This is an optimization exercise on Yosys and OpenROAD, whose aim is small area, a short achievable clock period and few clock cycles per item, not a production implementation. In this exercise RTL edits were held to simulation tests only and were not proved equivalent to the original.

==> flow/design.v (outline; a module is shown in full before it is edited, if it fits) <==
// module accel_dynamic_magnitude: 1921 lines
module accel_dynamic_magnitude
(
    input  logic        clk,
    input  logic        rst_n,
    input  logic        s_axis_tvalid,
    output logic        s_axis_tready,
    input  logic [47:0] s_axis_tdata,
    output logic        m_axis_tvalid,
    input  logic        m_axis_tready,
    output logic [23:0] m_axis_tdata,
    output logic        m_axis_tuser
);
  // ...
==> flow/flow/run.sh <==
#!/bin/bash
set -e
export SETUP_SLACK_MARGIN=${SETUP_SLACK_MARGIN_OVERRIDE:-7.8}
bash standard.sh > standard.log 2>&1
==> flow/standard.sh <==
#!/bin/bash
# synth_recipe.tcl (not shown) runs the flow's synth.tcl, then flattens the netlist and writes it again
# the make line also repeats each setting of config.mk as NAME=value (left out here)
make -C /OpenROAD-flow-scripts/flow DESIGN_CONFIG=/design/flow/config.mk WORK_HOME=/design/flow/orfs CLKGATE_MAP_FILE= SYNTH_SCRIPT=/design/flow/synth_recipe.tcl "${@:-finish}"
==> flow/config.mk <==
export PLATFORM = sky130hd
export DESIGN_NAME = accel_dynamic_magnitude
export DESIGN_NICKNAME = accel_dynamic_magnitude
export VERILOG_FILES = /design/flow/design.v
export SDC_FILE = /design/flow/constraint.sdc
export NUM_CORES = 4
export LEC_CHECK = 0
export ABC_AREA = 1
export CAP_MARGIN = 20
export CORE_MARGIN = 2
export CORE_UTILIZATION = 50
export PLACE_DENSITY = 0.65
export SLEW_MARGIN = 20
export TNS_END_PERCENT = 5
==> flow/constraint.sdc <==
create_clock -name core_clock -period 12.0 [get_ports {clk}]
set_input_delay 2.4000 -clock core_clock [delete_from_list [all_inputs] [get_ports {clk}]]
set_output_delay 2.4000 -clock core_clock [all_outputs]
set_load 0.01 [all_outputs]
==> impl_metrics.json, run 1 <==
{
  "slew_headroom_pct": 23.8,
  "yosysTopAreaCellShare_pct": 36.5,
  "clock_area_share_pct": 4.39,
  "drt_iter0_drc": 3936,
  "setup_ws_ns": 7.71,
  "fin_cells": 8788,
  "synthTopCellsByCount": "nand2_1, inv_1, edfxtp_1, fa_1, ha_1",
  "synth_edf_count": 781,
  "synth_xor_area_share_pct": 3.62,
  "outcome": "timing/DRC/antenna clean",
  "drive_above_1_share_pct": 5.96,
  "sh_seq_area_pct": 34.6,
  "grt_usage_pct": 26.3,
  "numCtsBuffers": 94,
  "met1_usage_pct": 33.3,
  "buffers_excl_clock": 214,
  "cts-resized-gates": 56,
  "wl_met1_um": 68600,
  "maxCapViolCount": 0,
  "hold_class": "flop to flop",
  "crit_family": "adder cells",
  "met3_length_um": 11200
}
Testbench counts, summed over its fixed seeds: cycles 3,304, items 3,200.
==> inputs of run 2 (changes only) <==
--- a/flow/config.mk
+++ b/flow/config.mk
@@ -9,6 +9,8 @@
 export CAP_MARGIN = 20
 export CORE_MARGIN = 2
 export CORE_UTILIZATION = 50
+export CTS_BUF_LIST = sky130_fd_sc_hd__clkbuf_8
+export CTS_CLUSTER_SIZE = 30
 export PLACE_DENSITY = 0.65
 export SLEW_MARGIN = 20
 export TNS_END_PERCENT = 5
==> impl_metrics.json, run 2 <==
{
  "drt-total-wl_um": 171000,
  "wl_per_cell_um": 19.2,
  "rsz0062_at_grt": "true",
  "grt_pass1_vias": 48700,
  "final_common_cell": "nand2_1",
  "largest_register_ffs": 84,
  "worstSetupEndpointType": "flop",
  "synth_edf_count": 781,
  "syn_inst": 6916,
  "maxCapViolCount": 0,
  "drtAntennaViolNets": 0,
  "grt_antenna_before_repair": 1,
  "slew_headroom_pct": 27.7,
  "cp.required_ns": 12.60,
  "grt_overflow_total": 0,
  "synthTopCellsByCount": "nand2_1, inv_1, edfxtp_1, fa_1, ha_1",
  "finalCritPeriodShare_pct": 35.9,
  "vias": 47300,
  "clockBufferDepth": 3,
  "reg2reg_from": "p1_dh0[12]$_DFFE_PP_",
  "slew_viol_final": 0,
  "clock-skew-final_ns": 0.0417,
  "clkLatencyLatePin_ns": 0.89,
  "cts_tree": "done",
  "crit_path_cell_trace": "buf_4 -> nand2_1 -> inv_1 -> fa_1 -> inv_1 -> fa_1 -> fa_1 -> inv_1 -> fa_1 -> inv_1 -> fa_1 -> inv_1 -> fa_1",
  "synth_area_leaders": "edfxtp_1, fa_1, nand2_1",
  "final_cell_mix": "nand2_1, inv_1, edfxtp_1, fa_1, ha_1",
  "crit_fanout": 5,
  "placeableCoreArea_mm2": 0.128,
  "r2r_cells": 13,
  "rows": 131,
  "viasPerCell": 5.33,
  "dieArea_mm2": 0.131,
  "holdBufCountCts": 0,
  "worst_ep_arrival_time_ns": 4.90,
  "yosysTopAreaCell": "edfxtp_1",
  "timing.fmax_mhz": 232,
  "portBuffers": 75,
  "ioPinCount": 79,
  "r2r-end": "p2_tl6c23[3]$_DFFE_PP_",
  "drc": 0,
  "setup.worst_path.end": "p2_tl6c23[3]$_DFFE_PP_",
  "yosysTopAreaCellShare_pct": 36.5,
  "crit_family": "adder cells",
  "yosysSeqAreaShare_pct": 38.2,
  "cp.depth": 13,
  "synth_seq_cells": 825,
  "synth_cell_types": 65,
  "final_hold_viol_count": 0,
  "crit_buf_inv": 6,
  "root_buffer": "clkbuf_8",
  "place_congestion": 0.926,
  "h-tree-depth": 4,
  "drive_above_1_share_pct": 6.87,
  "startpoint_type": "flop",
  "netlist_area_mm2": 0.0642,
  "fin_crit_ns": 4.30,
  "cts_num_sinks": 825,
  "critical-path-slowest-cell": "fa_1",
  "tightest_slew_ns": 1.08,
  "top_register": "cr",
  "final_area_mm2": 0.0708,
  "rrSetupSlack_ns": 7.70,
  "grt_usage_pct": 26.4,
  "die_h_um": 362,
  "layout.nets": 8132,
  "critPathKind": "flop to flop",
  "numCtsBuffers": 146,
  "top_regs": "cr: 84 flops, p3_sr1: 38 flops, p4_sr4: 32 flops",
  "crit_start": "p1_dh0[12]$_DFFE_PP_",
  "syn_to_final_growth_pct": 10.4,
  "grt_pass1_wl_um": 268000,
  "die_w_um": 362,
  "yosysMostFrequentCell": "nand2_1",
  "drt_iter0_drc": 3859,
  "final_core_util_pct": 55.5,
  "ys.warnings.count": 4,
  "critPathMaxStageDelay_ns": 0.60,
  "ys_dominant_reg_cell": "edfxtp_1",
  "start_util_pct": 50.3,
  "grt_max_degree": 174,
  "synth.avg_cell_area_um2": 9.28,
  "place_area_mm2": 0.0667,
  "hold_class": "flop to flop",
  "setup_viol": 0,
  "synth-async-reset-ratio_pct": 3.76,
  "path_clk_slew_ns": 0.06,
  "fin_setup_tns_ns": 0,
  "outcome": "timing/DRC/antenna clean",
  "path_common_cell": "fa_1",
  "dp.final_hpwl_um": 125000,
  "dr.pass1.iters": 6
}
==> run 2: cell count changes in the layout (fill, tap and decap cells not counted), moves of 8 or more <==
cell,delta
clkinv_1,+9
inv_1,+44
clkbuf_1,-16
clkbuf_8,+148
ha_1,-8
clkinv_4,-8
o21ai_1,+9
clkinv_2,+8
clkbuf_16,-94
ha_4,+8
buf_4,+8
==> run 2: how the worst min path moves through the flow <==
stage / cells after the start / endpoint / slack, ns / startpoint
2_1_floorplan: 0 / cr[1][21]$_DFFE_PN_ / 0.40 / cr[0][21]$_DFFE_PN_
3_3_place_gp: 0 / p4_sr4[7]$_DFFE_PP_ / 0.40 / p3_sr1[7]$_DFFE_PP_
3_5_place_dp: 0 / p4_sr4[12]$_DFFE_PP_ / 0.40 / p3_sr1[12]$_DFFE_PP_
4_1_cts: 0 / p9_sr14[10]$_DFFE_PP_ / 0.38 / p8_sr12[10]$_DFFE_PP_
5_1_grt: 0 / p9_sr14[10]$_DFFE_PP_ / 0.38 / p8_sr12[10]$_DFFE_PP_
6_report: 0 / p9_sr14[10]$_DFFE_PP_ / 0.39 / p8_sr12[10]$_DFFE_PP_
==> run 2: layout make-up <==
cell class,instances,area [um^2]
Sequential cell,825,24500
Multi-Input combinational cell,4484,33900
Tap cell,1662,2080
Inverter,1425,5390
Timing Repair inverter,6,42.5
Antenna cell,2,5.00
Fill cell,11300,56700
Clock inverter,114,833
Timing Repair Buffer,221,2050
Clock buffer,148,2040
==> run 2: what timing repair did <==
item	in CTS	in global routing
setup buffers	52	27
pin swaps	19	12
cloned	6	4
setup endpoints to repair	412	413
gates resized for setup	54	93
==> run 2: metal layers <==
metal	routed length (um)	global-route usage (%)	vias to the layer above
met2	82900	45.1	1688
met4	7660	11.2	0
met1	68700	33.1	22900
li1	-	-	22300
met3	11800	4.73	414
met5	0	0	-
==> run 2: through the flow <==
step                std cells  setup WS [ns]  hold slack, ns
global route             8886           7.61           0.382
global placement         8534           6.86           0.401
detailed placement       8534           6.84           0.405
finish                   8887           7.70           0.392
CTS                      8854           7.67           0.378
floorplan                6918           7.63           0.400
==> run 2: cell families (layout without fill, tap and decap cells) <==
group                      after synthesis  count (layout)  synth area share [%]
and+or+nand+nor                       2397            2399                  15.2
AOI/OAI and AO/OA                      846             846                  7.43
DFF                                    825             825                  38.2
xor gates and xnor gates               265             265                  3.62
other                                    1               5               0.00584
buffers and inverters                 1611            1914                  9.58
adders and majority gates              971             971                  26.0
==> inputs of run 3 (changes only) <==
==> flow/flow/run.sh (replaced) <==
#!/bin/bash
set -e
export SETUP_SLACK_MARGIN=${SETUP_SLACK_MARGIN_OVERRIDE:-7.5}
bash standard.sh > standard.log 2>&1
--- a/flow/config.mk
+++ b/flow/config.mk
@@ -8,9 +8,6 @@
 export ABC_AREA = 1
 export CAP_MARGIN = 20
 export CORE_MARGIN = 2
-export CORE_UTILIZATION = 50
-export CTS_BUF_LIST = sky130_fd_sc_hd__clkbuf_8
-export CTS_CLUSTER_SIZE = 30
-export PLACE_DENSITY = 0.65
+export CORE_UTILIZATION = 40
+export PLACE_DENSITY = 0.6
 export SLEW_MARGIN = 20
-export TNS_END_PERCENT = 5
==> impl_metrics.json, run 3 <==
{
  "synth_area_leaders": "edfxtp_1, fa_1, nand2_1",
  "syn_to_final_growth_pct": 10.5,
  "cts_tree": "done",
  "drt_iter0_drc": 3380,
  "r2r_cells": 13,
  "numCtsBuffers": 94,
  "grt_pass1_wl_um": 271000,
  "fin_setup_tns_ns": 0,
  "hold-path-endpoint": "p5_sr6[20]$_DFFE_PP_",
  "timing.fmax_mhz": 232,
  "final_area_mm2": 0.0709,
  "clockBufferDepth": 3,
  "rows": 146,
  "grt_pass1_vias": 47500,
  "fin_crit_ns": 4.32,
  "drtAntennaViolNets": 0,
  "worstHoldStart": "p4_sr4[20]$_DFFE_PP_",
  "rrSetupSlack_ns": 7.68,
  "hold_class": "flop to flop",
  "synth.avg_cell_area_um2": 9.28,
  "final_hold_viol_count": 0,
  "synth_edf_count": 781,
  "synth-async-reset-ratio_pct": 3.76,
  "place_congestion": 0.919,
  "r2r-end": "p2_tl6c23[3]$_DFFE_PP_",
  "dp.final_hpwl_um": 130000,
  "tightest_slew_ns": 1.23,
  "grt_antenna_before_repair": 1,
  "die_h_um": 405,
  "drive_above_1_share_pct": 5.22,
  "yosysSeqAreaShare_pct": 38.2,
  "slew_viol_final": 0,
  "outcome": "timing/DRC/antenna clean",
  "holdBufCountCts": 0,
  "dieArea_mm2": 0.164,
  "layout.nets": 8043,
  "ioPinCount": 79,
  "yosysTopAreaCellShare_pct": 36.5,
  "yosysMostFrequentCell": "nand2_1",
  "synthTopCellsByCount": "nand2_1, inv_1, edfxtp_1, fa_1, ha_1",
  "top_register": "cr",
  "worstSetupEndpointType": "flop",
  "wl_per_cell_um": 19.0,
  "grt_usage_pct": 21.5,
  "die_w_um": 405,
  "finalCritPeriodShare_pct": 36.0,
  "worst_ep_arrival_time_ns": 4.76,
  "setup_viol": 0,
  "grt_max_degree": 186,
  "netlist_area_mm2": 0.0642,
  "path_clk_slew_ns": 0.06,
  "final_cell_mix": "nand2_1, inv_1, edfxtp_1, fa_1, ha_1",
  "rsz0062_at_grt": "true",
  "final_common_cell": "nand2_1",
  "drt-total-wl_um": 174000,
  "h-tree-depth": 3,
  "final_core_util_pct": 44.6,
  "crit_fanout": 6,
  "place_area_mm2": 0.0673,
  "yosysTopAreaCell": "edfxtp_1",
  "whs_path_depth": 0,
  "placeableCoreArea_mm2": 0.159,
  "viasPerCell": 5.07,
  "startpoint_type": "flop",
  "root_buffer": "clkbuf_16",
  "start_util_pct": 40.4,
  "grt_overflow_total": 0,
  "maxCapViolCount": 0,
  "synth_cell_types": 65,
  "ys.warnings.count": 4,
  "reg2reg_from": "p1_dh0[2]$_DFFE_PP_",
  "portBuffers": 75,
  "clkLatencyLatePin_ns": 0.72,
  "critPathKind": "flop to flop",
  "slew_headroom_pct": 18.0,
  "diodes": 0,
  "top_regs": "cr: 84 flops, p3_sr1: 38 flops, p4_sr4: 32 flops",
  "dr.pass1.iters": 6,
  "syn_inst": 6916,
  "synth_seq_cells": 825,
  "vias": 46500,
  "cts_num_sinks": 825,
  "drc": 0,
  "clock-skew-final_ns": 0.0622,
  "largest_register_ffs": 84,
  "cp.required_ns": 12.44,
  "ys_dominant_reg_cell": "edfxtp_1"
}
==> run 3: cell counts after synthesis <==
No cell type changed its count.
==> run 3: final cells by class <==
| type | count | area [um^2] |
|---|---|---|
| Clock buffer | 111 | 2440 |
| Clock inverter | 59 | 588 |
| Fill cell | 15300 | 88000 |
| Inverter | 1425 | 5390 |
| Multi-Input combinational cell | 4484 | 33700 |
| Sequential cell | 825 | 24500 |
| Tap cell | 2072 | 2590 |
| Timing Repair Buffer | 186 | 1660 |
| Timing Repair inverter | 4 | 30.0 |
==> run 3: stage by stage <==
step | instances | setup WS, ns | hold slack (ns)
after floorplan | 6918 | 7.63 | 0.400
after detailed placement | 8951 | 6.56 | 0.405
after CTS | 9130 | 7.51 | 0.399
final | 9166 | 7.68 | 0.399
after global routing | 9166 | 7.47 | 0.415
after global placement | 8951 | 6.56 | 0.400
==> run 3: cell families (layout without fill, tap and decap cells) <==
kind of cell | after synthesis | in the layout | share of synthesized area [%]
other | 1 | 3 | 0.00584
adder cells (fa/ha/maj) | 971 | 971 | 26.0
flip-flops | 825 | 825 | 38.2
buffers and inverters | 1611 | 1785 | 9.58
AO/OA/AOI/OAI | 846 | 846 | 7.43
AND/OR/NAND/NOR | 2397 | 2399 | 15.2
XOR/XNOR | 265 | 265 | 3.62
==> run 3: worst max path at each step <==
stage | startpoint | to | slack (ns) | cells past startpoint
2_1_floorplan | p1_dh0[14]$_DFFE_PP_ | p2_tl6c21[3]$_DFFE_PP_ | 7.63 | 12
3_3_place_gp | s_axis_tdata[32] | p1_dh2[13]$_DFFE_PP_ | 6.56 | 9
3_5_place_dp | s_axis_tdata[32] | p1_dh2[13]$_DFFE_PP_ | 6.56 | 9
4_1_cts | p3_root1[0]$_DFFE_PP_ | p4_rem4[4]$_DFFE_PP_ | 7.51 | 24
5_1_grt | p7_root10[7]$_DFFE_PP_ | p8_rem12[11]$_DFFE_PP_ | 7.47 | 18
6_report | p1_dh0[2]$_DFFE_PP_ | p2_tl6c23[3]$_DFFE_PP_ | 7.68 | 13
==> run 3: worst max-delay path, cell delays in order, from the launching register on <==
cell	delay [ns]
edfxtp_1	0.49
buf_4	0.19
nand2_1	0.05
inv_1	0.06
fa_1	0.53
inv_1	0.05
fa_1	0.49
fa_1	0.51
inv_1	0.08
fa_1	0.56
inv_1	0.06
fa_1	0.49
inv_1	0.05
fa_1	0.44
==> run 3: routing by layer <==
metal  GRT usage, %  up-vias  part of all wire, %
li1               -    22100                    -
met1           27.1    22700                   41
met2           37.4     1398                   49
met4           7.81        2                  4.0
met5              0        -               0.0063
met3           2.98      355                  5.5
==> run 3: timing repair <==
action                                  CTS  global route
endpoints found under the setup margin  174           347
gates resized for setup                  25            46
pin swaps                                 0             4
buffers inserted                          7            32
gates cloned                              2             4

-- separate check: timing with driven ports --
The results above use ideal ports. As a check the final layouts listed here were re-extracted and re-timed, cells and wires unchanged. Step 1 assumes that a clkbuf_16 drives the clock port and a buf_2 every other input. Step 2 moves the port delays by t, midway between the first and last clock arrival at a register: inputs arrive t later, outputs are due t later. That takes back most of the time a late clock gives input paths. Three values: ideal ports, drivers, drivers and shift; two values: the first two.
run | t (ns) | setup slack, ns | worst hold slack (ns)
run 1 | 0.774 | 7.708 / 7.708 / 7.001 | 0.401 / 0.401 / 0.401
run 2 | 0.935 | 7.696 / 7.696 / 6.946 | 0.392 / 0.392 / 0.392
run 3 | 0.772 | 7.681 / 7.681 / 7.047 | 0.399 / 0.399 / 0.399
After both steps setup and hold are still met in every run listed. For run 2, which loses most, drivers alone change the setup slack by 0.000 ns; drivers and shift together by -0.750 ns.
